What follows belongs to an exercise in optimizing a design on an open flow for a short achievable clock period and few clock cycles; a production flow would make more cautious choices. Only simulation tests tie the RTL to the original design; equivalence was not proved. Power and IR drop assume default switching activity.

==> design/flow/design.v <==
package mipsPkg;
    localparam int DataWidth    = 32;    
    localparam int RegAddrWidth = 5;     
    localparam int ImmWidth     = 16;
    localparam int TargetWidth  = 26;
    typedef logic [5:0] opcodeT;
    localparam opcodeT OpRType = 6'b000000;   
    localparam opcodeT OpAddi  = 6'b001000;
    localparam opcodeT OpLw    = 6'b100011;
    localparam opcodeT OpSw    = 6'b101011;
    localparam opcodeT OpBeq   = 6'b000100;
    localparam opcodeT OpBne   = 6'b000101;
    localparam opcodeT OpJ     = 6'b000010;
    typedef logic [5:0] functT;
    localparam functT FnAdd = 6'b100000;
    localparam functT FnSub = 6'b100010;
    localparam functT FnAnd = 6'b100100;
    localparam functT FnOr  = 6'b100101;
    localparam functT FnSlt = 6'b101010;
    typedef enum logic [1:0] {
        AluAdd   = 2'b00,    
        AluSub   = 2'b01,    
        AluFunct = 2'b10     
    } aluOpT;
    typedef enum logic [2:0] {
        AluCtlAdd,
        AluCtlSub,
        AluCtlAnd,
        AluCtlOr,
        AluCtlSlt
    } aluCtlT;
    typedef struct packed {
        opcodeT                  opcode;
        logic [RegAddrWidth-1:0] rs;
        logic [RegAddrWidth-1:0] rt;
        logic [RegAddrWidth-1:0] rd;
        logic [4:0]              shamt;     
        functT                   funct;
    } rTypeT;
    typedef struct packed {
        opcodeT                  opcode;
        logic [RegAddrWidth-1:0] rs;
        logic [RegAddrWidth-1:0] rt;
        logic [ImmWidth-1:0]     imm;
    } iTypeT;
    typedef struct packed {
        opcodeT                 opcode;
        logic [TargetWidth-1:0] target;     
    } jTypeT;
    typedef union packed {
        rTypeT r;
        iTypeT i;
        jTypeT j;
    } instrT;
endpackage
`timescale 1ns/1ps
module mipsAlu (
    input  logic [31:0] aE,
    input  logic [31:0] bE,
    input  logic [31:0] resM,
    input  logic        subE,        
    input  logic [16:0] kE,          
    output logic [31:0] resX
);
    logic [32:0] sum00, sum10;
    logic [31:0] add01, sub01;
    logic        lt00, lt10, lt01;
    assign sum00 = {aE, 1'b1} + {bE, subE};       
    assign sum10 = {resM, 1'b1} + {bE, subE};
    assign add01 = aE + resM;
    assign sub01 = aE - resM;
    assign lt00 = (aE[31] ^ ~bE[31]) ? aE[31] : sum00[32];
    assign lt10 = (resM[31] ^ ~bE[31]) ? resM[31] : sum10[32];
    assign lt01 = (aE[31] ^ resM[31]) ? aE[31] : sub01[31];
    assign resX = ({32{kE[16]}} & sum00[32:1]) |
                  ({32{kE[15]}} & sum10[32:1]) |
                  ({32{kE[14]}} & add01) |
                  ({32{kE[13]}} & sub01) |
                  ({32{kE[12]}} & {resM[30:0], 1'b0}) |    
                  ({32{kE[11]}} & resM) |                  
                  ({32{kE[10]}} & (aE & bE)) |
                  ({32{kE[9]}}  & (resM & bE)) |
                  ({32{kE[8]}}  & (aE & resM)) |
                  ({32{kE[7]}}  & (aE | bE)) |
                  ({32{kE[6]}}  & (resM | bE)) |
                  ({32{kE[5]}}  & (aE | resM)) |
                  {31'd0, (kE[4] & lt00) | (kE[3] & lt10) | (kE[2] & lt01)};
endmodule
`timescale 1ns/1ps
module mipsTarget (
    input  logic [31:2] pcF,
    input  logic [15:0] imm,
    output logic [31:2] tgt
);
    logic [17:0]  loSum;
    logic [31:18] hiP, hiM, tgtHi;
    assign loSum = {1'b0, pcF[17:2], 1'b1} + {1'b0, imm, 1'b1};
    assign hiP   = pcF[31:18] + 14'd1;
    assign hiM   = pcF[31:18] - 14'd1;
    assign tgtHi = imm[15] ? (loSum[17] ? pcF[31:18] : hiM)
                           : (loSum[17] ? hiP : pcF[31:18]);
    assign tgt   = {tgtHi, loSum[16:1]};
endmodule
`timescale 1ns/1ps
module mipsBranch (
    input  logic [31:0] aE,
    input  logic [31:0] bE,          
    input  logic [31:0] resM,
    input  logic        fw00E,       
    input  logic        fw10E,
    input  logic        fw01E,
    input  logic        fw11E,
    input  logic        beqE,        
    input  logic        bneE,
    input  logic        jE,
    input  logic        hitE,        
    input  logic [31:2] predE,       
    input  logic [31:2] tgtE,
    input  logic [31:2] pc4E,
    input  logic        stall,       
    input  logic [31:2] pcF,
    input  logic [31:2] pred,        
    output logic        takenX,
    output logic        mispX,
    output logic        wrBtbX,      
    output logic        go,          
    output logic [31:2] pcNext
);
    logic eq00, eq10, eq01, eqX, tgtOkE;
    assign eq00 = &(aE ^ bE);
    assign eq10 = &(resM ^ bE);
    assign eq01 = aE == resM;
    assign eqX  = (fw00E & eq00) | (fw10E & eq10) | (fw01E & eq01) | fw11E;
    assign tgtOkE = predE == tgtE;
    assign takenX = (beqE & eqX) | (bneE & ~eqX);
    assign mispX  = takenX ? !(hitE && tgtOkE) : (hitE && !jE);
    assign wrBtbX = bneE && takenX && !(hitE && tgtOkE);
    assign go     = !stall && !mispX;
    assign pcNext = mispX ? (takenX ? tgtE : pc4E) : stall ? pcF : pred;
endmodule
`timescale 1ns/1ps
module mipsCore (
    input  logic        clk,
    input  logic        arstN,
    output logic [31:0] imemAddr,
    input  logic [31:0] imemData,
    output logic [31:0] dmemAddr,
    output logic [31:0] dmemWData,
    output logic        dmemWe,
    input  logic [31:0] dmemRData,
    output logic        wbEn,        
    output logic [4:0]  wbReg,
    output logic [31:0] wbData
);
    logic [31:2] pcF;
    logic [31:2] pcOut;         
    localparam int BtbIdx = 3;
    localparam int BtbN   = 1 << BtbIdx;
    localparam int TagW   = 8;
    logic [BtbN-1:0] btbV;
    logic [TagW-1:0] btbTag [BtbN];
    logic [31:2]     btbTgt [BtbN];
    logic [BtbN-1:0] lpV;
    logic [3:0]      lpCnt  [BtbN];
    logic [3:0]      lpTrip [BtbN];
    logic        wrE, ldE, stE;         
    logic        beqE, bneE, jE;        
    logic        hitE;                  
    logic        entE;                  
    logic [31:2] predE;                 
    logic [31:2] tgtE, pc4E;
    logic [BtbIdx+TagW+1:2] pcLoE;
    logic [4:0]  rdE;
    logic        subE;                  
    logic [16:0] kE;                    
    logic [31:0] aE, bE, sE;            
    logic        fw00E, fw10E, fw01E, fw11E;    
    logic        sME;                   
    logic        wrM, ldM, weM;
    logic [4:0]  rdM;
    logic [31:0] resM;
    logic [31:0] addrM, sdM;            
    logic        wbEnW;
    logic [4:0]  wbRegW;
    logic [31:0] wbDataW;
    logic [31:1][31:0] regFile;         
    logic [31:0] ir;
    logic [5:0]  op, fn;
    logic [4:0]  rs, rt, rd, dst;
    logic        isR, isAddi, isLw, isSw, isBeq, isBne, isJ, brNz;
    logic        wr, rdRs, rdRt, immSrc, subOp, stall;
    logic [31:0] imm, rsVal, rtVal, wdM;
    logic [31:2] pc4, tgt, pred;
    assign imemAddr = {pcOut, 2'b00};
    assign ir       = imemData;
    assign op  = ir[31:26];
    assign rs  = ir[25:21];
    assign rt  = ir[20:16];
    assign rd  = ir[15:11];
    assign fn  = ir[5:0];
    assign imm = {{16{ir[15]}}, ir[15:0]};
    assign isR    = op == 6'b000000;
    assign isAddi = op == 6'b001000;
    assign isLw   = op == 6'b100011;
    assign isSw   = op == 6'b101011;
    assign isBeq  = op == 6'b000100;
    assign isBne  = op == 6'b000101;
    assign isJ    = op == 6'b000010;
    assign dst    = isR ? rd : rt;
    assign wr     = (isR | isAddi | isLw) && dst != 5'd0;
    assign rdRs   = isR | isAddi | isLw | isSw | isBeq | isBne;
    assign rdRt   = isR | isSw | isBeq | isBne;
    assign immSrc = isAddi | isLw | isSw;
    assign subOp  = isBeq | isBne | (isR && (fn == 6'b100010 || fn == 6'b101010));
    assign brNz   = (isBeq | isBne) && ir[15:0] != 16'd0;
    assign pc4 = pcF + 30'd1;
    mipsTarget uTarget (.pcF, .imm(ir[15:0]), .tgt);
    logic [BtbIdx-1:0] idxF;
    logic              hitF, entF, exitF;
    assign idxF = pcF[BtbIdx+1:2];
    assign entF  = btbV[idxF] && btbTag[idxF] == pcF[BtbIdx+TagW+1:BtbIdx+2];
    assign exitF = lpV[idxF] && lpCnt[idxF] == lpTrip[idxF];
    assign hitF  = entF && !exitF;
    assign pred = isJ ? {pc4[31:28], ir[25:0]} : hitF ? btbTgt[idxF] : pc4;
    assign stall = ldE && ((rdRs && rs == rdE) || (rdRt && rt == rdE));
    assign wdM = ldM ? dmemRData : resM;
    always_comb
    begin
        rsVal = '0;
        rtVal = '0;
        for (int i = 1; i < 32; i++)
        begin
            rsVal = rsVal | ({32{rs == 5'(i)}} & regFile[i]);
            rtVal = rtVal | ({32{rt == 5'(i)}} & regFile[i]);
        end
        if (wrM && rdM == rs)
            rsVal = wdM;
        if (wrM && rdM == rt)
            rtVal = wdM;
    end
    always_ff @(posedge clk)
    begin
        for (int i = 1; i < 32; i++)
            if (wrM && rdM == 5'(i))
                regFile[i] <= wdM;
    end
    logic [31:0] sX, resX;
    logic        eqX, mispX, go;
    logic [31:2] pcNext;
    assign sX = sME ? resM : sE;
    mipsAlu uAlu (
        .aE, .bE, .resM, .subE, .kE, .resX
    );
    logic takenX, wrBtbX;
    mipsBranch uBranch (
        .aE, .bE, .resM, .fw00E, .fw10E, .fw01E, .fw11E,
        .beqE, .bneE, .jE, .hitE, .predE, .tgtE, .pc4E,
        .stall, .pcF, .pred,
        .takenX, .mispX, .wrBtbX, .go, .pcNext
    );
    always_ff @(posedge clk or negedge arstN)
    begin
        if (!arstN)
            pcF <= '0;
        else
            pcF <= pcNext;
    end
    always_ff @(posedge clk)
    begin
        if (!arstN)
            pcOut <= '0;
        else
            pcOut <= pcNext;
    end
    always_ff @(posedge clk or negedge arstN)
    begin
        if (!arstN)
            btbV <= '0;
        else if (wrBtbX)
            btbV[pcLoE[BtbIdx+1:2]] <= 1'b1;
    end
    logic [BtbIdx-1:0] idxE;
    assign idxE = pcLoE[BtbIdx+1:2];
    always_ff @(posedge clk or negedge arstN)
    begin
        if (!arstN)
            lpV <= '0;
        else if (wrBtbX && !entE)
            lpV[idxE] <= 1'b0;
        else if (bneE && entE && !takenX)
            lpV[idxE] <= lpCnt[idxE] != 4'd15;    
    end
    always_ff @(posedge clk)
    begin
        if (wrBtbX && !entE)
            lpCnt[idxE] <= 4'd1;
        else if (bneE && entE)
        begin
            if (!takenX)
            begin
                lpTrip[idxE] <= lpCnt[idxE];
                lpCnt[idxE]  <= 4'd0;
            end
            else if (lpCnt[idxE] != 4'd15)
                lpCnt[idxE] <= lpCnt[idxE] + 4'd1;
        end
    end
    always_ff @(posedge clk)
    begin
        if (wrBtbX)
        begin
            btbTag[pcLoE[BtbIdx+1:2]] <= pcLoE[BtbIdx+TagW+1:BtbIdx+2];
            btbTgt[pcLoE[BtbIdx+1:2]] <= tgtE;
        end
    end
    logic fwA, fwB;
    assign fwA = wrE && rdE == rs;
    assign fwB = !immSrc && wrE && rdE == rt;
    logic        opAnd, opOr, opSlt, opSub, opAdd, f00, f10, f01, f11;
    logic [16:0] kF;
    assign opAnd = isR && fn == 6'b100100;
    assign opOr  = isR && fn == 6'b100101;
    assign opSlt = isR && fn == 6'b101010;
    assign opSub = subOp && !opSlt;
    assign opAdd = !(opAnd | opOr | opSlt | subOp);
    assign f00   = !fwA && !fwB;
    assign f10   =  fwA && !fwB;
    assign f01   = !fwA &&  fwB;
    assign f11   =  fwA &&  fwB;
    assign kF    = {f00 & (opAdd | opSub),    
                    f10 & (opAdd | opSub),    
                    f01 & opAdd,              
                    f01 & opSub,              
                    f11 & opAdd,              
                    f11 & (opAnd | opOr),     
                    f00 & opAnd,              
                    f10 & opAnd,              
                    f01 & opAnd,              
                    f00 & opOr,               
                    f10 & opOr,               
                    f01 & opOr,               
                    f00 & opSlt,              
                    f10 & opSlt,              
                    f01 & opSlt,              
                    1'b0, 1'b0};
    always_ff @(posedge clk or negedge arstN)
    begin
        if (!arstN)
        begin
            wrE     <= 1'b0;
            ldE     <= 1'b0;
            stE     <= 1'b0;
            beqE    <= 1'b0;
            bneE    <= 1'b0;
            jE      <= 1'b0;
            hitE    <= 1'b0;
            entE    <= 1'b0;
        end
        else
        begin
            wrE     <= go && wr;
            ldE     <= go && wr && isLw;
            stE     <= go && isSw;
            beqE    <= go && brNz && isBeq;
            bneE    <= go && brNz && isBne;
            jE      <= go && isJ;
            hitE    <= go && hitF && !isJ;
            entE    <= go && entF && !isJ;
        end
    end
    always_ff @(posedge clk)
    begin
        rdE  <= dst;
        subE <= subOp;
        kE   <= kF;
        aE   <= rsVal;
        bE   <= {32{subOp}} ^ (immSrc ? imm : rtVal);
        sE   <= rtVal;
        fw00E <= !fwA && !fwB;
        fw10E <=  fwA && !fwB;
        fw01E <= !fwA &&  fwB;
        fw11E <=  fwA &&  fwB;
        sME  <= wrE && rdE == rt;
        predE <= pred;
        tgtE  <= tgt;
        pc4E  <= pc4;
        pcLoE <= pcF[BtbIdx+TagW+1:2];
    end
    always_ff @(posedge clk or negedge arstN)
    begin
        if (!arstN)
        begin
            wrM <= 1'b0;
            weM <= 1'b0;
        end
        else
        begin
            wrM <= wrE;
            weM <= stE;
        end
    end
    always_ff @(posedge clk)
    begin
        ldM  <= ldE;
        rdM  <= rdE;
        resM <= resX;
        if (ldE | stE)
            addrM <= resX;
        if (stE)
            sdM <= sX;
    end
    assign dmemAddr  = addrM;
    assign dmemWData = sdM;
    assign dmemWe    = weM;
    always_ff @(posedge clk or negedge arstN)
    begin
        if (!arstN)
            wbEnW <= 1'b0;
        else
            wbEnW <= wrM;
    end
    always_ff @(posedge clk)
    begin
        wbRegW  <= rdM;
        wbDataW <= wdM;
    end
    assign wbEn   = wbEnW;
    assign wbReg  = wbRegW;
    assign wbData = wbDataW;
endmodule
==> design/flow/flow/run.sh <==
#!/bin/bash
# Standard layout (standard.sh), with two changes that leave every register
# as the standard synthesis makes it:
#  - timing repair aimed below the constraint's period: repair_timing keeps
#    working until the setup slack reaches SETUP_SLACK_MARGIN;
#  - adders left to ABC as plain logic (no full/half adder cells).
cp standard.sh standard.sh.txt
export SETUP_SLACK_MARGIN=6.7
bash standard.sh ADDER_MAP_FILE= finish > standard.log 2>&1
==> design/flow/standard.sh <==
#!/bin/bash
# synth_recipe.tcl (not shown) runs the flow's synth.tcl, then flattens the netlist and writes it again
# the make line also repeats each setting of config.mk as NAME=value (left out here)
make -C /OpenROAD-flow-scripts/flow DESIGN_CONFIG=/design/flow/config.mk WORK_HOME=/design/flow/orfs CLKGATE_MAP_FILE= SYNTH_SCRIPT=/design/flow/synth_recipe.tcl "${@:-finish}"
==> design/flow/config.mk <==
export PLATFORM = sky130hd
export DESIGN_NAME = mipsCore
export DESIGN_NICKNAME = mipsCore
export VERILOG_FILES = /design/flow/design.v
export SDC_FILE = /design/flow/constraint.sdc
export NUM_CORES = 4
export LEC_CHECK = 0
export CAP_MARGIN = 20
export CORE_MARGIN = 2
export CORE_UTILIZATION = 30
export PLACE_DENSITY = 0.55
export SLEW_MARGIN = 20
export SYNTH_HIERARCHICAL = 1
==> design/flow/constraint.sdc <==
create_clock -name core_clock -period 10.0 [get_ports {clk}]
set_input_delay 2.0000 -clock core_clock [delete_from_list [all_inputs] [get_ports {clk}]]
set_output_delay 2.0000 -clock core_clock [all_outputs]
set_load 0.01 [all_outputs]
==> results of run 1 <==
-- Yosys stat by module, one instance, submodules excluded --
module	cell area [sq um]	flip-flops and latches	cells inside
mipsAlu	9330	0	1453
mipsCore	71900	1809	5055
mipsBranch	2420	0	279
mipsTarget	1160	0	164
-- through the flow --
step,setup slack [ns],instances
2_1_floorplan,6.09,6952
6_report,6.33,11500
3_5_place_dp,3.52,10500
4_1_cts,6.34,11200
3_3_place_gp,3.55,10500
5_1_grt,6.28,11400
-- layout make-up --
| cell class | count | area, sq um |
|---|---|---|
| fill | 26200 | 170000 |
| antenna | 28 | 70.1 |
| timing repair buffer | 950 | 12200 |
| clock inverter | 104 | 1170 |
| clock buffer | 262 | 5620 |
| tap | 3743 | 4680 |
| inverter | 77 | 303 |
| sequential | 1809 | 51100 |
| multi-input combinational | 4488 | 36400 |
-- metal layers --
layer / share of wire (%) / GRT usage, %
met1: 35 / 34.6
met2: 41 / 40.9
met3: 15 / 9.39
met4: 8.9 / 18.8
met5: 0.054 / 0
-- synthesized netlist by cell type (155+ instances only) --
cell / n
edfxtp_1: 1424
dfxtp_1: 328
a21oi_1: 170
nand3_1: 1072
xnor2_1: 287
clkbuf_1: 449
a221oi_1: 159
mux2i_1: 155
a22oi_1: 207
nand4_1: 334
xor2_1: 162
nor2_1: 290
nand2_1: 201
-- power groups by stage --
stage          registers [mW]  clock network (mW)  logic, mW
6_report                 10.3                7.79       8.36
3_3_place_gp             10.4                   0       6.04
4_1_cts                  10.3                7.82       7.40
2_1_floorplan            9.95                   0       4.20
5_1_grt                  10.4                8.12       8.67
3_5_place_dp             10.4                   0       6.09
-- placed cells by master (no fill, tap or decap), types with 49 or more instances in the layout --
cell       count
buf_4        371
nand3_2      120
nand2_1      188
nor2_4        77
nor2_1       208
inv_1         68
a21oi_1      145
o21ai_0       83
maj3_1        60
xor2_1       145
dfxtp_2       57
a22o_1       136
mux4_2        93
nor3_1        52
a22oi_1      203
dfxtp_1      195
and2_1        52
dfrtp_1       52
nand4_1      334
mux2_2        90
a221oi_1      93
clkbuf_16    243
buf_12       132
nand3_1      946
buf_16        80
buf_2         74
a222oi_1      49
a221oi_2      65
mux2i_1      140
buf_6        173
dfxtp_4       76
edfxtp_1    1424
nor4_1        53
xnor2_1      255
-- what timing repair did --
item / in CTS / in global routing
gates resized for setup: 1595 / 415
pin swaps: 162 / 185
cloned: 82 / 43
setup endpoints to repair: 856 / 923
setup buffers: 281 / 148
-- cells by family after synthesis --
| kind of cell | count (synthesis) |
|---|---|
| and+or+nand+nor | 2354 |
| muxes | 366 |
| adders and majority gates | 94 |
| buffers and inverters | 665 |
| xor gates and xnor gates | 452 |
| other | 1 |
| DFF | 1809 |
| AOI/OAI and AO/OA | 1210 |
-- worst min-delay path by stage --
stage | startpoint | to
6_report | rdE[2] | rdM[2]
2_1_floorplan | rdM[2] | wbRegW[2]
5_1_grt | rdE[2] | rdM[2]
4_1_cts | rdE[2] | rdM[2]
3_5_place_dp | rdE[1] | rdM[1]
3_3_place_gp | rdE[1] | rdM[1]
-- state kept, by name (all words and copies together), names as in the netlist, 5 cells and up --
signal	flops
lpTrip	32
wbRegW	5
rdM	5
lpV	8
btbTag	64
resM	32
pc4E	30
sE	32
rdE	5
btbTgt	240
addrM	32
pcOut	30
pcLoE	11
btbV	8
predE	30
lpCnt	32
pcF	30
sdM	32
regFile	992
tgtE	30
wbDataW	32
aE	32
kE	15
bE	32
==> metrics.md, run 1 <==
| Metric | Value |
|---|---|
| Drt via density | `~6.5` |
| PortBufs | `about 200` |
| Clock network power share | `between 20% and 30%` |
| Clk sink count | `approximately 1800` |
| Ys async rst share | `~3.2%` |
| CP max stage delay | `roughly 0.58 ns` |
| Synth area leader | `edfxtp_1` |
| CP top delay family | `flip-flops` |
| Fin crit share | `around 37%` |
| Largest family of logic cells by synthesized area | `simple AND/OR/NAND/NOR gates` |
| CP required | `8.00 ns` |
| Critical path endpoint category | `output port` |
| Cell Rows | `between 150 and 200` |
| Area grow syn2layout | `31.6%` |
| WL final | `between 400000 and 500000 um` |
| Worst EP arrival | `around 1.7 ns` |
| DRC viols | `0` |
| CP Launch Type | `flop` |
| Depth of the CTS H-tree | `4` |
| CP bufs+invs | `1` |
| EDFF count, synth | `approximately 1400` |
| Mapped Cells | `6951` |
| Die Y | `roughly 540 um` |
| Pwr dens | `roughly 240 nW/um^2` |
| I/O pins | `201` |
| Post-synthesis sequential area ratio | `around 60%` |
| Outcome | `complete, no violations` |
| Via count | `74600` |
| Cell leakage power | `roughly 37 nW` |
| Antenna Nets Post-Route | `0` |
| Synth Area in XOR/XNOR | `under 10%` |
| Worst Hold Class | `flop to flop` |
| Worst setup path category | `flop to output port` |
| Clock buffer depth | `4` |
| CP Max Fanout | `1` |
| Reg clk slew, reported paths | `0.06 ns` |
| Reg2Reg Depth | `11` |
| Worst hold margin | `about 0.45 ns` |
| NetSw | `9.20 mW` |
| Reg-to-reg startpoint | `aE[2]` |
| Initial DRC count | `approximately 15000` |
| Reg power frac | `39.1%` |
| Root Buffer | `clkbuf_16` |
| Number of global-route vias before repair | `a little under 70000` |
| Max frequency | `roughly 0.27 GHz` |
| Avg Cell Area, Syn | `about 12 sq um` |
| CTS tree | `done` |
| Register-to-Register Setup Slack | `6.34 ns` |
| Worst r2r dst | `addrM[16]` |
| Sw Ratio | `between 30% and 40%` |
| Ys flop type | `edfxtp_1` |
| Proportion of netlist area held by the largest area contributor | `around half` |
| Synth top area cells | `edfxtp_1 50%, dfxtp_1 7.7%, nand3_1 6.3%, xnor2_1 3.0%, nand4_1 2.5%` |
| Normalized max-slew margin | `16.5%` |
| Distinct cell type count after synthesis | `110` |
| Final Net Count | `~7600` |
| Final Max Slew Viols | `0` |
| Internal power | `~17 mW` |
| GP Congestion | `between 0.9 and 1` |
| Multiplexer share of the synthesized area | `roughly 6.0%` |
| Share of cells above drive strength 1 | `30.4%` |
| Setup crit start | `sdM[3]` |
| CTS Buf Count | `201` |
| Gr usage total | `between 20% and 30%` |
| Clock latency on the worst-skew pair | `between 0.9 and 1 ns` |
| Fin area | `approximately 110000 sq um` |
| Die Footprint | `roughly 290000 sq um` |
| Setup crit end | `dmemWData[3]` |
| Dpl hpwl | `~220000 um` |
| Simple-Gate Fraction of Synth Area | `between 10% and 20%` |
| Synthesized-area fraction occupied by ao, oa, aoi and oai cells | `10.7%` |
| Hold Vio Cnt, Final | `0` |
| Hold-fix buffers, CTS | `0` |
| Total gr overflow | `0` |
| Crit-path cells | `buf_2` |
| Crit path max-delay cell type | `edfxtp_1` |
| Antenna violations before repair | `36` |
| Layout Skew | `0.0878 ns` |
| Slew @ Worst Pin | `between 1 and 1.5 ns` |
| Final TNS setup | `0 ns` |
| Post-synthesis adder-cell area fraction | `under 10%` |
| Synthesized area | `about 85000 sq um` |
| Gate power share | `a little under a third` |
| Largest net degree at the start of global routing | `80` |
| Detailed Routing Iterations Pass 1 | `12` |
| #FFs+latches synth | `around 1800` |
| First-pass GRT wire length | `563000 um` |
| Critical path depth in cells | `1` |
| Final setup fails | `0` |
| Initial Util | `between 30% and 40%` |
| Placed Area | `approximately 90000 sq um` |
| Warnings from Yosys | `7` |
| Post-layout util | `between 30% and 40%` |
| VDD IR max | `between 0.15 and 0.2 mV` |
| Die width | `~540 um` |
| Max-cap violations | `0` |
| Worst hold path depth | `0` |
| Core area | `~280000 sq um` |
| Tmin final | `3.67 ns` |
| DR WL/cell | `around 38 um` |
| Power Total | `26.5 mW` |
| RSZ-0062 raised after global routing | `true` |
Testbench counts, summed over its fixed seeds: cycles 21,929.
==> run 2: changes to the inputs <==
--- a/design/flow/design.v
+++ b/design/flow/design.v
@@ -103,5 +103,8 @@
 endmodule
 `timescale 1ns/1ps
-module mipsBranch (
+module mipsBranch #(
+    parameter int BtbIdx = 3,
+    parameter int TagW   = 8
+) (
     input  logic [31:0] aE,
     input  logic [31:0] bE,          
@@ -120,5 +123,14 @@
     input  logic        stall,       
     input  logic [31:2] pcF,
-    input  logic [31:2] pred,        
+    output logic [31:2] pc4,
+    input  logic        isJ,
+    input  logic [25:0] jt,
+    input  logic [(1<<BtbIdx)-1:0]             btbV,
+    input  logic [(1<<BtbIdx)-1:0][TagW-1:0]   btbTag,
+    input  logic [(1<<BtbIdx)-1:0][31:2]       btbTgt,
+    input  logic [(1<<BtbIdx)-1:0]             lpExit,
+    output logic        hitF,        
+    output logic        entF,        
+    output logic [31:2] pred,        
     output logic        takenX,
     output logic        mispX,
@@ -127,4 +139,22 @@
     output logic [31:2] pcNext
 );
+    localparam int BtbN = 1 << BtbIdx;
+    assign pc4 = pcF + 30'd1;
+    logic [BtbN-1:0] mEnt, mHit;
+    logic [31:2]     btbOut;
+    always_comb
+    begin
+        btbOut = '0;
+        for (int i = 0; i < BtbN; i++)
+        begin
+            mEnt[i] = btbV[i] && pcF[BtbIdx+1:2] == BtbIdx'(i) &&
+                      btbTag[i] == pcF[BtbIdx+TagW+1:BtbIdx+2];
+            mHit[i] = mEnt[i] && !lpExit[i];
+            btbOut  = btbOut | ({30{mHit[i]}} & btbTgt[i]);
+        end
+    end
+    assign entF = |mEnt;
+    assign hitF = |mHit;
+    assign pred = isJ ? {pc4[31:28], jt} : hitF ? btbOut : pc4;
     logic eq00, eq10, eq01, eqX, tgtOkE;
     assign eq00 = &(aE ^ bE);
@@ -137,5 +167,9 @@
     assign wrBtbX = bneE && takenX && !(hitE && tgtOkE);
     assign go     = !stall && !mispX;
-    assign pcNext = mispX ? (takenX ? tgtE : pc4E) : stall ? pcF : pred;
+    logic [31:2] slow;
+    logic        useBtb;
+    assign slow   = mispX ? (takenX ? tgtE : pc4E) : stall ? pcF : isJ ? {pc4[31:28], jt} : pc4;
+    assign useBtb = hitF && !isJ && !stall && !mispX;
+    assign pcNext = useBtb ? btbOut : slow;
 endmodule
 `timescale 1ns/1ps
@@ -153,12 +187,14 @@
     output logic [31:0] wbData
 );
-    logic [31:2] pcF;
+    logic [31:2] pcFn;          
     logic [31:2] pcOut;         
+    logic [31:2] pcF;
+    assign pcF = ~pcFn;
     localparam int BtbIdx = 3;
     localparam int BtbN   = 1 << BtbIdx;
     localparam int TagW   = 8;
     logic [BtbN-1:0] btbV;
-    logic [TagW-1:0] btbTag [BtbN];
-    logic [31:2]     btbTgt [BtbN];
+    logic [BtbN-1:0][TagW-1:0] btbTag;
+    logic [BtbN-1:0][31:2]     btbTgt;
     logic [BtbN-1:0] lpV;
     logic [3:0]      lpCnt  [BtbN];
@@ -179,5 +215,7 @@
     logic        wrM, ldM, weM;
     logic [4:0]  rdM;
+    logic [31:0] resMn;                 
     logic [31:0] resM;
+    assign resM = ~resMn;
     logic [31:0] addrM, sdM;            
     logic        wbEnW;
@@ -214,13 +252,10 @@
     assign subOp  = isBeq | isBne | (isR && (fn == 6'b100010 || fn == 6'b101010));
     assign brNz   = (isBeq | isBne) && ir[15:0] != 16'd0;
-    assign pc4 = pcF + 30'd1;
     mipsTarget uTarget (.pcF, .imm(ir[15:0]), .tgt);
-    logic [BtbIdx-1:0] idxF;
-    logic              hitF, entF, exitF;
-    assign idxF = pcF[BtbIdx+1:2];
-    assign entF  = btbV[idxF] && btbTag[idxF] == pcF[BtbIdx+TagW+1:BtbIdx+2];
-    assign exitF = lpV[idxF] && lpCnt[idxF] == lpTrip[idxF];
-    assign hitF  = entF && !exitF;
-    assign pred = isJ ? {pc4[31:28], ir[25:0]} : hitF ? btbTgt[idxF] : pc4;
+    logic            hitF, entF;
+    logic [BtbN-1:0] lpExit;       
+    always_comb
+        for (int i = 0; i < BtbN; i++)
+            lpExit[i] = lpV[i] && lpCnt[i] == lpTrip[i];
     assign stall = ldE && ((rdRs && rs == rdE) || (rdRt && rt == rdE));
     assign wdM = ldM ? dmemRData : resM;
@@ -253,8 +288,9 @@
     );
     logic takenX, wrBtbX;
-    mipsBranch uBranch (
+    mipsBranch #(.BtbIdx(BtbIdx), .TagW(TagW)) uBranch (
         .aE, .bE, .resM, .fw00E, .fw10E, .fw01E, .fw11E,
         .beqE, .bneE, .jE, .hitE, .predE, .tgtE, .pc4E,
-        .stall, .pcF, .pred,
+        .stall, .pcF, .pc4, .isJ, .jt(ir[25:0]),
+        .btbV, .btbTag, .btbTgt, .lpExit, .hitF, .entF, .pred,
         .takenX, .mispX, .wrBtbX, .go, .pcNext
     );
@@ -262,9 +298,9 @@
     begin
         if (!arstN)
-            pcF <= '0;
+            pcFn <= '1;
         else
-            pcF <= pcNext;
+            pcFn <= ~pcNext;
     end
-    always_ff @(posedge clk)
+    always_ff @(posedge clk or negedge arstN)
     begin
         if (!arstN)
@@ -273,43 +309,65 @@
             pcOut <= pcNext;
     end
+    logic                   newM, updM, takenM;     
+    logic [BtbIdx+TagW+1:2] pcLoM;
+    logic [31:2]            tgtM;
+    logic [BtbIdx-1:0]      idxM;
     always_ff @(posedge clk or negedge arstN)
     begin
         if (!arstN)
-            btbV <= '0;
-        else if (wrBtbX)
-            btbV[pcLoE[BtbIdx+1:2]] <= 1'b1;
+        begin
+            newM <= 1'b0;
+            updM <= 1'b0;
+        end
+        else
+        begin
+            newM <= wrBtbX;
+            updM <= bneE && entE;
+        end
+    end
+    always_ff @(posedge clk)
+    begin
+        takenM <= takenX;
+        pcLoM  <= pcLoE;
+        tgtM   <= tgtE;
     end
-    logic [BtbIdx-1:0] idxE;
-    assign idxE = pcLoE[BtbIdx+1:2];
+    assign idxM = pcLoM[BtbIdx+1:2];
     always_ff @(posedge clk or negedge arstN)
     begin
         if (!arstN)
-            lpV <= '0;
-        else if (wrBtbX && !entE)
-            lpV[idxE] <= 1'b0;
-        else if (bneE && entE && !takenX)
-            lpV[idxE] <= lpCnt[idxE] != 4'd15;    
+            btbV <= '0;
+        else if (newM)
+            btbV[idxM] <= 1'b1;
     end
     always_ff @(posedge clk)
     begin
-        if (wrBtbX && !entE)
-            lpCnt[idxE] <= 4'd1;
-        else if (bneE && entE)
+        if (newM)
         begin
-            if (!takenX)
-            begin
-                lpTrip[idxE] <= lpCnt[idxE];
-                lpCnt[idxE]  <= 4'd0;
-            end
-            else if (lpCnt[idxE] != 4'd15)
-                lpCnt[idxE] <= lpCnt[idxE] + 4'd1;
+            btbTag[idxM] <= pcLoM[BtbIdx+TagW+1:BtbIdx+2];
+            btbTgt[idxM] <= tgtM;
         end
     end
+    always_ff @(posedge clk or negedge arstN)
+    begin
+        if (!arstN)
+            lpV <= '0;
+        else if (newM && !updM)
+            lpV[idxM] <= 1'b0;
+        else if (updM && !takenM)
+            lpV[idxM] <= lpCnt[idxM] != 4'd15;    
+    end
     always_ff @(posedge clk)
     begin
-        if (wrBtbX)
+        if (newM && !updM)
+            lpCnt[idxM] <= 4'd1;
+        else if (updM)
         begin
-            btbTag[pcLoE[BtbIdx+1:2]] <= pcLoE[BtbIdx+TagW+1:BtbIdx+2];
-            btbTgt[pcLoE[BtbIdx+1:2]] <= tgtE;
+            if (!takenM)
+            begin
+                lpTrip[idxM] <= lpCnt[idxM];
+                lpCnt[idxM]  <= 4'd0;
+            end
+            else if (lpCnt[idxM] != 4'd15)
+                lpCnt[idxM] <= lpCnt[idxM] + 4'd1;
         end
     end
@@ -404,9 +462,7 @@
         ldM  <= ldE;
         rdM  <= rdE;
-        resM <= resX;
-        if (ldE | stE)
-            addrM <= resX;
-        if (stE)
-            sdM <= sX;
+        resMn <= ~resX;
+        addrM <= resX;      
+        sdM   <= sX;        
     end
     assign dmemAddr  = addrM;
==> metrics.md, run 2 <==
| Metric | Value |
|---|---|
| Synth area leader | `edfxtp_1 (unchanged)` |
| Internal power | `18.2 mW (was 17.3 mW)` |
| WL final | `517000 um (was 432000 um)` |
| #FFs+latches synth | `1853 (was 1809)` |
| Power Total | `29.0 mW (was 26.5 mW)` |
| Most common cell in the netlist | `edfxtp_1 (unchanged)` |
| Cell Rows | `200 (was 195)` |
| Die Footprint | `302000 sq um (was 287000 sq um)` |
| Largest register FFs | `992 (unchanged)` |
| Die width | `550 um (was 536 um)` |
| Outcome | `complete, no violations (unchanged)` |
| Worst EP arrival | `4.66 ns (was 1.67 ns)` |
| RSZ-0062 raised after global routing | `true (unchanged)` |
| Worst Hold Class | `flop to flop (unchanged)` |
| Layout Skew | `0.103 ns (was 0.0878 ns)` |
| Most frequent cells after synthesis | `1360 x edfxtp_1, 681 x nand2_1, 588 x a22oi_1, 404 x dfxtp_1, 379 x o21ai_0 (was 1424 x edfxtp_1, 1072 x nand3_1, 449 x clkbuf_1, 334 x nand4_1, 328 x dfxtp_1)` |
| Proportion of netlist area held by the largest area contributor | `45.7% (was 50.4%)` |
| Antenna violations before repair | `56 (was 36)` |
| Share of cells above drive strength 1 | `35.2% (was 30.4%)` |
| NetSw | `10.7 mW (was 9.20 mW)` |
| GP Congestion | `1.02 (was 0.927)` |
| Avg Cell Area, Syn | `11.5 sq um (was 12.2 sq um)` |
| Pwr dens | `236 nW/um^2 (was 238 nW/um^2)` |
| CTS tree | `done (unchanged)` |
| Dpl hpwl | `290000 um (was 219000 um)` |
| Tmin final | `3.86 ns (was 3.67 ns)` |
| Final Net Count | `8840 (was 7593)` |
| Die Y | `550 um (was 536 um)` |
| Post-layout util | `41.4% (was 39.6%)` |
| Synth top area cells | `edfxtp_1 46%, dfxtp_1 9.1%, a22oi_1 4.9%, xnor2_1 3.5%, nand2_1 2.9% (was edfxtp_1 50%, dfxtp_1 7.7%, nand3_1 6.3%, xnor2_1 3.0%, nand4_1 2.5%)` |
| Worst setup path category | `flop to flop (was flop to output port)` |
| Core area | `297000 sq um (was 282000 sq um)` |
| Total gr overflow | `0 (unchanged)` |
| CP Launch Type | `flop (unchanged)` |
| Clk sink count | `1853 (was 1809)` |
| EDFF count, synth | `1360 (was 1424)` |
| Number of global-route vias before repair | `77400 (was 68400)` |
| Crit path max-delay cell type | `or4b_4 (was edfxtp_1)` |
| Dpl ws | `3.73 ns (was 3.52 ns)` |
| Max frequency | `0.259 GHz (was 0.272 GHz)` |
| CP required | `10.79 ns (was 8.00 ns)` |
| Most frequent cell on the critical path | `maj3_2` |
| DRC viols | `0 (unchanged)` |
| Critical path endpoint category | `flop (was output port)` |
| Root Buffer | `clkbuf_16 (unchanged)` |
| Mapped Cells | `7738 (was 6951)` |
| Post-synthesis sequential area ratio | `57.3% (was 59.9%)` |
| Final setup fails | `0 (unchanged)` |
| Largest net degree at the start of global routing | `154 (was 80)` |
| Hold-fix buffers, CTS | `0 (unchanged)` |
| Reg power frac | `36.6% (was 39.1%)` |
| PortBufs | `198 (unchanged)` |
| VDD IR max | `0.198 mV (was 0.164 mV)` |
| Gate power share | `34.6% (was 31.6%)` |
| Clock network power share | `28.7% (was 29.4%)` |
| Antenna Nets Post-Route | `0 (unchanged)` |
| Reg clk slew, reported paths | `0.07 ns (was 0.06 ns)` |
| Warnings from Yosys | `8 (was 7)` |
| Distinct cell type count after synthesis | `134 (was 110)` |
| CP max stage delay | `0.56 ns (was 0.58 ns)` |
| Final Max Slew Viols | `0 (unchanged)` |
| Via count | `85500 (was 74600)` |
| CP Max Fanout | `4 (was 1)` |
| Final TNS setup | `0 ns (unchanged)` |
| Max-cap violations | `0 (unchanged)` |
| Clock buffer depth | `4 (unchanged)` |
| Crit-path cells | `clkinvlp_4, buf_6, a21o_1, a32o_2, or4b_4, a31oi_4, maj3_2, o21ai_4, maj3_2, maj3_2, mux2i_2, o221ai_4, inv_2 (was buf_2)` |
| Sw Ratio | `37.0% (was 34.7%)` |
| Depth of the CTS H-tree | `4 (unchanged)` |
| First-pass GRT wire length | `671000 um (was 563000 um)` |
| DR WL/cell | `39.9 um (was 37.7 um)` |
| Worst hold margin | `0.274 ns (was 0.452 ns)` |
| Fin crit share | `38.6% (was 36.7%)` |
| Register-to-Register Setup Slack | `6.14 ns (was 6.34 ns)` |
| Most frequent cells in the layout | `1360 x edfxtp_1, 656 x nand2_1, 646 x buf_4 (was 1424 x edfxtp_1, 946 x nand3_1, 371 x buf_4)` |
| Ys async rst share | `4.80% (was 3.15%)` |
| Cell leakage power | `43.0 nW (was 37.1 nW)` |
| Area grow syn2layout | `37.4% (was 31.6%)` |
| Hold Vio Cnt, Final | `0 (unchanged)` |
| Slew @ Worst Pin | `1.36 ns (was 1.25 ns)` |
| Initial Util | `30.1% (about the same)` |
| Initial DRC count | `17300 (was 15000)` |
| Setup ws final | `6.14 ns (was 6.33 ns)` |
| Ys flop type | `edfxtp_1 (unchanged)` |
| Gr usage total | `32.1% (was 27.9%)` |
| CTS Buf Count | `216 (was 201)` |
| Synthesized area | `89300 sq um (was 84800 sq um)` |
| I/O pins | `201 (unchanged)` |
| Clock latency on the worst-skew pair | `0.92 ns (was 0.94 ns)` |
| Commonest non-fill, non-tap cell in the layout | `edfxtp_1 (unchanged)` |
| Largest reg by FF count | `regFile (unchanged)` |
| Normalized max-slew margin | `9.60% (was 16.5%)` |
| Detailed Routing Iterations Pass 1 | `13 (was 12)` |
| Drt via density | `6.60 (was 6.51)` |
## run 2: changes by cell type after synthesis, sizes merged, moves of 94 or more
| cell | before | now |
|---|---|---|
| a22oi | 207 | 588 |
| clkbuf | 450 | 356 |
| inv | 75 | 233 |
| nand2 | 201 | 683 |
| nand3 | 1072 | 157 |
| nand4 | 334 | 186 |
| o21ai | 131 | 411 |
## run 2: cells by family after synthesis
logic type	after synthesis	share of synthesized area [%]
AO/OA/AOI/OAI	2220	18.0
buffers and inverters	816	3.96
XOR/XNOR	552	5.44
multiplexers	276	3.46
adder cells (fa/ha/maj)	94	1.07
other	1	0.00420
AND/OR/NAND/NOR	1926	10.8
flip-flops	1853	57.3
## run 2: routing by layer
layer  wire length (um)  global-route usage [%]  part of all wire [%]  up-vias
met1             177000                    38.0                    34    41700
met3              79300                    14.5                    15     3051
li1                   -                       -                     -    32100
met2             206000                    45.2                    40     8652
met4              53800                    24.6                    10       47
met5               1660                    1.12                  0.32        -
## run 2: what timing repair did
action | CTS | global route
pin swaps | 354 | 355
resized for setup | 2115 | 491
cloned | 71 | 19
buffers inserted | 587 | 244
setup endpoints to repair | 650 | 664
## run 2: worst paths after layout
path                           from         to  cells past startpoint
setup / recovery           resMn[1]  resMn[16]                     13
hold / removal             pcLoE[4]   pcLoM[4]                      0
setup reg to reg           resMn[1]  resMn[16]                     13
hold reg to reg            pcLoE[4]   pcLoM[4]                      0
max in group asynchronous     arstN      wbEnW                      2
min in group asynchronous     arstN  pcOut[11]                      1
## run 2: cell type report
| type | count | area [sq um] |
|---|---|---|
| Antenna cell | 65 | 163 |
| Clock buffer | 286 | 6190 |
| Clock inverter | 108 | 1140 |
| Fill cell | 27300 | 174000 |
| Inverter | 235 | 1030 |
| Multi-Input combinational cell | 5077 | 41100 |
| Sequential cell | 1853 | 51500 |
| Tap cell | 3939 | 4930 |
| Timing Repair Buffer | 1375 | 16600 |
| Timing Repair inverter | 16 | 115 |
## run 2: stage by stage
stage / area (sq um) / std cells
detailed placement: 97700 / 11600
CTS: 118000 / 12600
floorplan: 92200 / 7739
finish: 123000 / 13000
global placement: 97700 / 11600
global route: 123000 / 12900
## run 2: Yosys stat by module (local to each module, per instance), a selection
| module | cells inside | flops+latches | times used | area [sq um] |
|---|---|---|---|---|
| mipsTarget | 164 | 0 | 1 | 1160 |
| mipsAlu | 1453 | 0 | 1 | 9330 |
| mipsCore | 5109 | 1853 | 1 | 71700 |
## run 2: power by group through the flow
stage          clock network [mW]  logic, mW  registers (mW)
2_1_floorplan                   0       4.82            10.2
3_3_place_gp                    0       7.68            10.6
3_5_place_dp                    0       7.74            10.6
4_1_cts                      8.34       9.10            10.6
5_1_grt                      8.65       10.4            10.6
6_report                     8.33       10.0            10.6
## run 2: worst max-delay path: cells and delay by family (launching register included)
| family | cells | cell delay [ns] |
|---|---|---|
| fa+ha+maj | 3 | 1.00 |
| compound gates | 5 | 1.13 |
| mux | 1 | 0.19 |
| simple gates | 1 | 0.56 |
| buf+inv | 3 | 0.49 |
| flops | 1 | 0.39 |
Testbench counts of run 2, summed over its fixed seeds: cycles 21,926.

[port drivers added, routing unchanged]
The results above use ideal ports. As a check the final layouts listed here were re-extracted and re-timed, cells and wires unchanged.
Step 1 (the two cells are an assumption about what drives the block):
set clk [get_ports {clk}]
set_driving_cell -lib_cell sky130_fd_sc_hd__clkbuf_16 $clk
set_driving_cell -lib_cell sky130_fd_sc_hd__buf_2 [delete_from_list [all_inputs] $clk]
Step 2 times the ports against the registers' clock, not the clock port: input delays grow and output delays shrink by t, the midpoint of the rising clock arrivals with the driver on.
Three values: ideal, step 1, step 2; two values: the first two.
run	t (ns)	slack for setup (ns)	hold slack, ns
run 1	0.996	6.326 / 6.220 / 5.357	0.452 / 0.452 / 0.452
run 2	0.982	6.136 / 6.039 / 5.057	0.274 / 0.274 / 0.274
After both steps every run listed still meets setup and hold. For run 2, which loses most, drivers alone change the setup slack by -0.097 ns; drivers and shift together by -1.079 ns.
